This design comes from an exercise in tuning for small area, a short achievable clock period and few clock cycles per item on the open sky130 flow, not from production work. Where RTL was checked, it was by simulation tests only, not by an equivalence proof against the original. Power figures rest on the tool's default switching activity, not on a simulated workload.

==> inputs of v20 <==
==> flow/design.v <==
module stream_minhash_sketcher #(
  parameter int unsigned SKETCH_SIZE         = 16,
  parameter int unsigned H1_WIDTH            = 32,
  parameter int unsigned H2_WIDTH            = 32,
  parameter int unsigned LOG2_NUM_OF_BUCKETS = 8,
  parameter int unsigned DEDUP               = 1,
  parameter int unsigned CNT_WIDTH           = 16
) (
  input  logic                                       clk,
  input  logic                                       reset_n,
  input  logic                                       in_valid,
  output logic                                       in_ready,
  input  logic [H1_WIDTH-1:0]                        in_h1,
  input  logic [H2_WIDTH-1:0]                        in_h2,
  input  logic                                       in_last,
  output logic                                       sketch_valid,
  input  logic                                       sketch_ready,
  output logic [SKETCH_SIZE*LOG2_NUM_OF_BUCKETS-1:0] sketch_bucket,
  output logic [SKETCH_SIZE*H1_WIDTH-1:0]            sketch_h1,
  output logic [$clog2(SKETCH_SIZE+1)-1:0]           sketch_count,
  output logic [CNT_WIDTH-1:0]                       kmer_count
);
  localparam int unsigned S  = SKETCH_SIZE;
  localparam int unsigned W  = H1_WIDTH;
  localparam int unsigned CW = $clog2(SKETCH_SIZE + 1);
  localparam int unsigned L  = LOG2_NUM_OF_BUCKETS;
  logic rdy_q;      
  logic p_v, c_v;   
  logic sv_q;       
  logic fp_q;       
  logic proc, c_load;
  assign proc   = c_v & ~sv_q;
  assign c_load = ~c_v | ~sv_q;
  logic p_v_n, c_v_n, sv_n;
  logic p_last, c_last;
  assign p_v_n = rdy_q ? in_valid : p_v;
  assign c_v_n = c_load ? p_v : c_v;
  assign sv_n  = (proc & c_last) | (sv_q & ~sketch_ready);
  always_ff @(posedge clk or negedge reset_n) begin
    if (!reset_n) begin
      rdy_q <= 1'b0;
      p_v   <= 1'b0;
      c_v   <= 1'b0;
      sv_q  <= 1'b0;
      fp_q  <= 1'b1;
    end else begin
      rdy_q <= ~p_v_n | ~c_v_n | ~sv_n;
      p_v   <= p_v_n;
      c_v   <= c_v_n;
      sv_q  <= sv_n;
      if (proc) fp_q <= c_last;
    end
  end
  logic [W-1:0] p_x;
  logic [L-1:0] p_b;
  always_ff @(posedge clk) begin
    if (rdy_q) begin
      p_x    <= in_h1;
      p_b    <= in_h2[L-1:0];
      p_last <= in_last;
    end
  end
  logic [W-1:0] h1_q  [S];
  logic [L-1:0] bkt_q [S];
  logic [CW-1:0] count_q;
  logic [CNT_WIDTH-1:0] kmer_q;
  logic [W-1:0] c_x;
  logic [L-1:0] c_b;
  logic [S-1:0] c_le;       
  logic         c_eqany;    
  logic         c_e, c_eqe;  
  logic         c_corr;     
  logic [S-1:0] le_n, eq_n;
  logic         fresh_now;
  assign fresh_now = proc & fp_q;
  always_comb begin
    for (int unsigned i = 0; i < S; i++) begin
      logic vld;
      vld     = (32'(count_q) > i) & ~fresh_now;
      le_n[i] = vld & (h1_q[i] <= p_x);
      eq_n[i] = vld & (h1_q[i] == p_x);
    end
  end
  always_ff @(posedge clk) begin
    if (c_load) begin
      c_x     <= p_x;
      c_b     <= p_b;
      c_last  <= p_last;
      c_le    <= le_n;
      c_eqany <= |eq_n;
      c_e     <= (c_x <= p_x);
      c_eqe   <= (c_x == p_x);
      c_corr  <= proc;
    end
  end
  logic [S-1:0] pl_q;    
  logic         pins_q;  
  logic [S-1:0] le;
  logic         dup, ins;
  always_comb begin
    if (c_corr & pins_q) begin
      for (int unsigned i = 0; i < S; i++) begin
        if (pl_q[i])                       le[i] = c_le[i];
        else if (i == 0 || pl_q[i-1])      le[i] = c_e;
        else                               le[i] = c_le[i-1];
      end
      dup = c_eqany | c_eqe;
    end else begin
      le  = c_le;
      dup = c_eqany;
    end
    ins = ~((DEDUP != 0) & dup) & ~le[S-1];
  end
  logic [W-1:0] xf;
  logic [L-1:0] bf;
  assign xf = c_x | {W{fp_q}};
  assign bf = c_b & {L{~fp_q}};
  always_ff @(posedge clk) begin
    if (proc) begin
      if (fp_q) begin
        h1_q[0]  <= c_x;
        bkt_q[0] <= c_b;
        for (int unsigned i = 1; i < S; i++) begin
          h1_q[i]  <= xf;
          bkt_q[i] <= bf;
        end
      end else if (ins) begin
        if (!le[0]) begin
          h1_q[0]  <= c_x;
          bkt_q[0] <= c_b;
        end
        for (int unsigned i = 1; i < S; i++) begin
          if (!le[i]) begin
            if (le[i-1]) begin
              h1_q[i]  <= xf;
              bkt_q[i] <= bf;
            end else begin
              h1_q[i]  <= h1_q[i-1];
              bkt_q[i] <= bkt_q[i-1];
            end
          end
        end
      end
    end
  end
  always_ff @(posedge clk) begin
    if (proc) begin
      if (fp_q) begin
        count_q <= CW'(1);
        kmer_q  <= CNT_WIDTH'(1);
        pl_q    <= '0;
        pins_q  <= 1'b1;
      end else begin
        if (kmer_q != '1) kmer_q <= kmer_q + 1'b1;
        if (ins && count_q != CW'(S)) count_q <= count_q + 1'b1;
        pl_q   <= le;
        pins_q <= ins;
      end
    end
  end
  for (genvar g = 0; g < S; g++) begin : g_pack
    assign sketch_h1[g*W +: W]  = h1_q[g];
    assign sketch_bucket[g*L +: L] = bkt_q[g];
  end
  assign in_ready     = rdy_q;
  assign sketch_valid = sv_q;
  assign sketch_count = count_q;
  assign kmer_count   = kmer_q;
endmodule
==> flow/run.sh <==
#!/bin/bash
# synth_recipe.tcl (not shown) runs the flow's synth.tcl, then flattens the netlist and writes it again
# the make line also repeats each setting of config.mk as NAME=value (left out here)
make -C /OpenROAD-flow-scripts/flow DESIGN_CONFIG=/design/flow/config.mk WORK_HOME=/design/flow/orfs CLKGATE_MAP_FILE= SYNTH_SCRIPT=/design/flow/synth_recipe.tcl finish
==> flow/config.mk <==
export PLATFORM = sky130hd
export DESIGN_NAME = stream_minhash_sketcher
export DESIGN_NICKNAME = stream_minhash_sketcher
export VERILOG_FILES = /design/flow/design.v
export SDC_FILE = /design/flow/constraint.sdc
export NUM_CORES = 4
export LEC_CHECK = 0
export CAP_MARGIN = 20
export CORE_MARGIN = 2
export CORE_UTILIZATION = 40
export SLEW_MARGIN = 20
==> flow/constraint.sdc <==
create_clock -name core_clock -period 5.0 [get_ports {clk}]
set_input_delay 1.0000 -clock core_clock [delete_from_list [all_inputs] [get_ports {clk}]]
set_output_delay 1.0000 -clock core_clock [all_outputs]
set_load 0.01 [all_outputs]
==> inputs of v18, as changes to v20 <==
==> flow/design.v, changed modules only <==
module stream_minhash_sketcher #(
  parameter int unsigned SKETCH_SIZE         = 16,
  parameter int unsigned H1_WIDTH            = 32,
  parameter int unsigned H2_WIDTH            = 32,
  parameter int unsigned LOG2_NUM_OF_BUCKETS = 8,
  parameter int unsigned DEDUP               = 1,
  parameter int unsigned CNT_WIDTH           = 16
) (
  input  logic                                       clk,
  input  logic                                       reset_n,
  input  logic                                       in_valid,
  output logic                                       in_ready,
  input  logic [H1_WIDTH-1:0]                        in_h1,
  input  logic [H2_WIDTH-1:0]                        in_h2,
  input  logic                                       in_last,
  output logic                                       sketch_valid,
  input  logic                                       sketch_ready,
  output logic [SKETCH_SIZE*LOG2_NUM_OF_BUCKETS-1:0] sketch_bucket,
  output logic [SKETCH_SIZE*H1_WIDTH-1:0]            sketch_h1,
  output logic [$clog2(SKETCH_SIZE+1)-1:0]           sketch_count,
  output logic [CNT_WIDTH-1:0]                       kmer_count
);
  localparam int unsigned S  = SKETCH_SIZE;
  localparam int unsigned W  = H1_WIDTH;
  localparam int unsigned CW = $clog2(SKETCH_SIZE + 1);
  localparam int unsigned L  = LOG2_NUM_OF_BUCKETS;
  logic [W-1:0]         h1_q  [S];
  logic [L-1:0]         bkt_q [S];
  logic [S-1:0]         fill_q;    
  logic [CW-1:0]        count_q;
  logic [CNT_WIDTH-1:0] kmer_q;
  logic started;    
  logic rdy_q;      
  logic c_v;        
  logic c_last;     
  logic sv_q;       
  logic fp_q;       
  logic accept;
  assign accept = in_valid & rdy_q;
  always_ff @(posedge clk or negedge reset_n) begin
    if (!reset_n) begin
      started <= 1'b0;
      rdy_q   <= 1'b0;
      c_v     <= 1'b0;
      sv_q    <= 1'b0;
      fp_q    <= 1'b1;
    end else begin
      started <= 1'b1;
      rdy_q   <= (rdy_q & ~(in_valid & in_last)) | (sv_q & sketch_ready) | ~started;
      c_v     <= accept;
      sv_q    <= (c_v & c_last) | (sv_q & ~sketch_ready);
      if (c_v) fp_q <= c_last;
    end
  end
  logic [W-1:0] c_x;
  logic [L-1:0] c_b;
  logic [S-1:0] c_le;     
  logic         c_rej;    
  logic         c_fresh;  
  logic [S-1:0] cur_le;    
  logic         cur_ins;   
  assign cur_le  = c_fresh ? '0 : c_le;
  assign cur_ins = c_fresh | (~c_rej & ~c_le[S-1]);
  logic [S-1:0] le_n, eq_n, le_c;
  logic         e_n, eqe_n;
  assign e_n   = (c_x <= in_h1);
  assign eqe_n = (c_x == in_h1);
  always_comb begin
    for (int unsigned i = 0; i < S; i++) begin
      le_n[i] = fill_q[i] & ~c_fresh & (h1_q[i] <= in_h1);
      eq_n[i] = fill_q[i] & ~c_fresh & (h1_q[i] == in_h1);
    end
    for (int unsigned i = 0; i < S; i++) begin
      if (!cur_ins || cur_le[i])            le_c[i] = le_n[i];
      else if (i == 0 || cur_le[i-1])       le_c[i] = e_n;
      else                                  le_c[i] = le_n[i-1];
    end
  end
  logic fresh_n;
  assign fresh_n = c_v ? c_last : fp_q;
  always_ff @(posedge clk) begin
    c_x     <= in_h1;
    c_b     <= in_h2[L-1:0];
    c_last  <= in_last;
    c_le    <= le_c;
    c_fresh <= accept & fresh_n;
    c_rej   <= ~accept | ((DEDUP != 0) & ~fresh_n & (|eq_n | (cur_ins & eqe_n)));
  end
  logic ins;
  assign ins = ~c_rej & ~c_le[S-1];
  logic [S-1:0] sel_k, sel_x, sel_s;
  always_comb begin
    for (int unsigned i = 0; i < S; i++) begin
      logic below;   
      below    = (i == 0) ? 1'b1 : c_le[i-1];
      sel_k[i] = ~c_fresh & (c_rej | c_le[i]);
      sel_x[i] = c_fresh | (~c_rej & ~c_le[i] & below);
      sel_s[i] = ~c_fresh & ~c_rej & ~below;
    end
  end
  logic [W-1:0] xf;
  logic [L-1:0] bf;
  assign xf = c_x | {W{c_fresh}};
  assign bf = c_b & {L{~c_fresh}};
  always_ff @(posedge clk) begin
    h1_q[0]  <= ({W{sel_k[0]}} & h1_q[0])  | ({W{sel_x[0]}} & c_x);
    bkt_q[0] <= ({L{sel_k[0]}} & bkt_q[0]) | ({L{sel_x[0]}} & c_b);
    for (int unsigned i = 1; i < S; i++) begin
      h1_q[i]  <= ({W{sel_k[i]}} & h1_q[i])  | ({W{sel_x[i]}} & xf) | ({W{sel_s[i]}} & h1_q[i-1]);
      bkt_q[i] <= ({L{sel_k[i]}} & bkt_q[i]) | ({L{sel_x[i]}} & bf) | ({L{sel_s[i]}} & bkt_q[i-1]);
    end
  end
  logic count_inc, kmer_inc;
  assign count_inc = ins & ~fill_q[S-1];
  assign kmer_inc  = c_v & (kmer_q != '1);
  always_ff @(posedge clk) begin
    fill_q  <= c_fresh ? S'(1) : (count_inc ? {fill_q[S-2:0], 1'b1} : fill_q);
    count_q <= c_fresh ? CW'(1) : count_q + CW'(count_inc);
    kmer_q  <= c_fresh ? CNT_WIDTH'(1) : kmer_q + CNT_WIDTH'(kmer_inc);
  end
  for (genvar g = 0; g < S; g++) begin : g_pack
    assign sketch_h1[g*W +: W]     = h1_q[g];
    assign sketch_bucket[g*L +: L] = bkt_q[g];
  end
  assign in_ready     = rdy_q;
  assign sketch_valid = sv_q;
  assign sketch_count = count_q;
  assign kmer_count   = kmer_q;
endmodule
==> flow/flow/run.sh (new file) <==
#!/bin/bash
# The standard layout (the standard.sh, with its standard synthesis), except that the
# port buffers are made from the smallest buffer cell, sky130_fd_sc_hd__buf_1, instead of
# the default choice. Every port still gets its own buffer.
set -euo pipefail
export BUFFER_PORTS_ARGS="-buffer_cell sky130_fd_sc_hd__buf_1"
bash standard.sh > standard.log 2>&1
==> flow/standard.sh (new file) <==
#!/bin/bash
# synth_recipe.tcl (not shown) runs the flow's synth.tcl, then flattens the netlist and writes it again
# the make line also repeats each setting of config.mk as NAME=value (left out here)
make -C /OpenROAD-flow-scripts/flow DESIGN_CONFIG=/design/flow/config.mk WORK_HOME=/design/flow/orfs CLKGATE_MAP_FILE= SYNTH_SCRIPT=/design/flow/synth_recipe.tcl "${@:-finish}"
- ABC_AREA: unset -> 1
- SETUP_SLACK_MARGIN: unset -> 2.7
- TNS_END_PERCENT: unset -> 12
removed: flow/run.sh
==> run notes <==
* CTS buffer count at 95
* Final instance area at about 0.06 mm²
* Clock-cell share at 5.275%
* Status: timing/DRC/antenna clean
That was v20.
==> run notes <==
* Share of the synthesized area in the top cell type at about a third
* Status: timing/DRC/antenna clean
* CTS buffer count at 88
* Combinational fraction of design power at 46.3%
* Final instance area at 0.04980 mm²
That was v18.
Testbench counts of v18, summed over its fixed seeds: cycles 218,182, items 216,574.
For v20, only the layout was checked, not whether the RTL still works.

re-timing with driven ports:
No port has a modelled driver above. Below, the same layouts with a new extraction and two added sets of constraints.
Step 1 assumes that a clkbuf_16 drives the clock port and a buf_2 every other input.
Step 2, shift: input delay + t, output delay - t, t = (earliest + latest rising clock arrival at the registers) / 2. This alone moves slack from input paths to output paths.
a / b / c = ideal ports / drivers / drivers and shift; a / b = the first two.
run	t, ns	setup slack, ns	hold slack, ns	cell pins on the clock port's net
v20	0.759	1.416 / 1.416 / 1.416	0.417 / 0.417 / 0.417	1
v18	0.764	2.512 / 2.440 / 1.888	0.169 / 0.122 / 0.430	1
After both steps every run listed still meets setup and hold. For v18, which loses most, drivers alone change the setup slack by -0.072 ns; drivers and shift together by -0.624 ns.
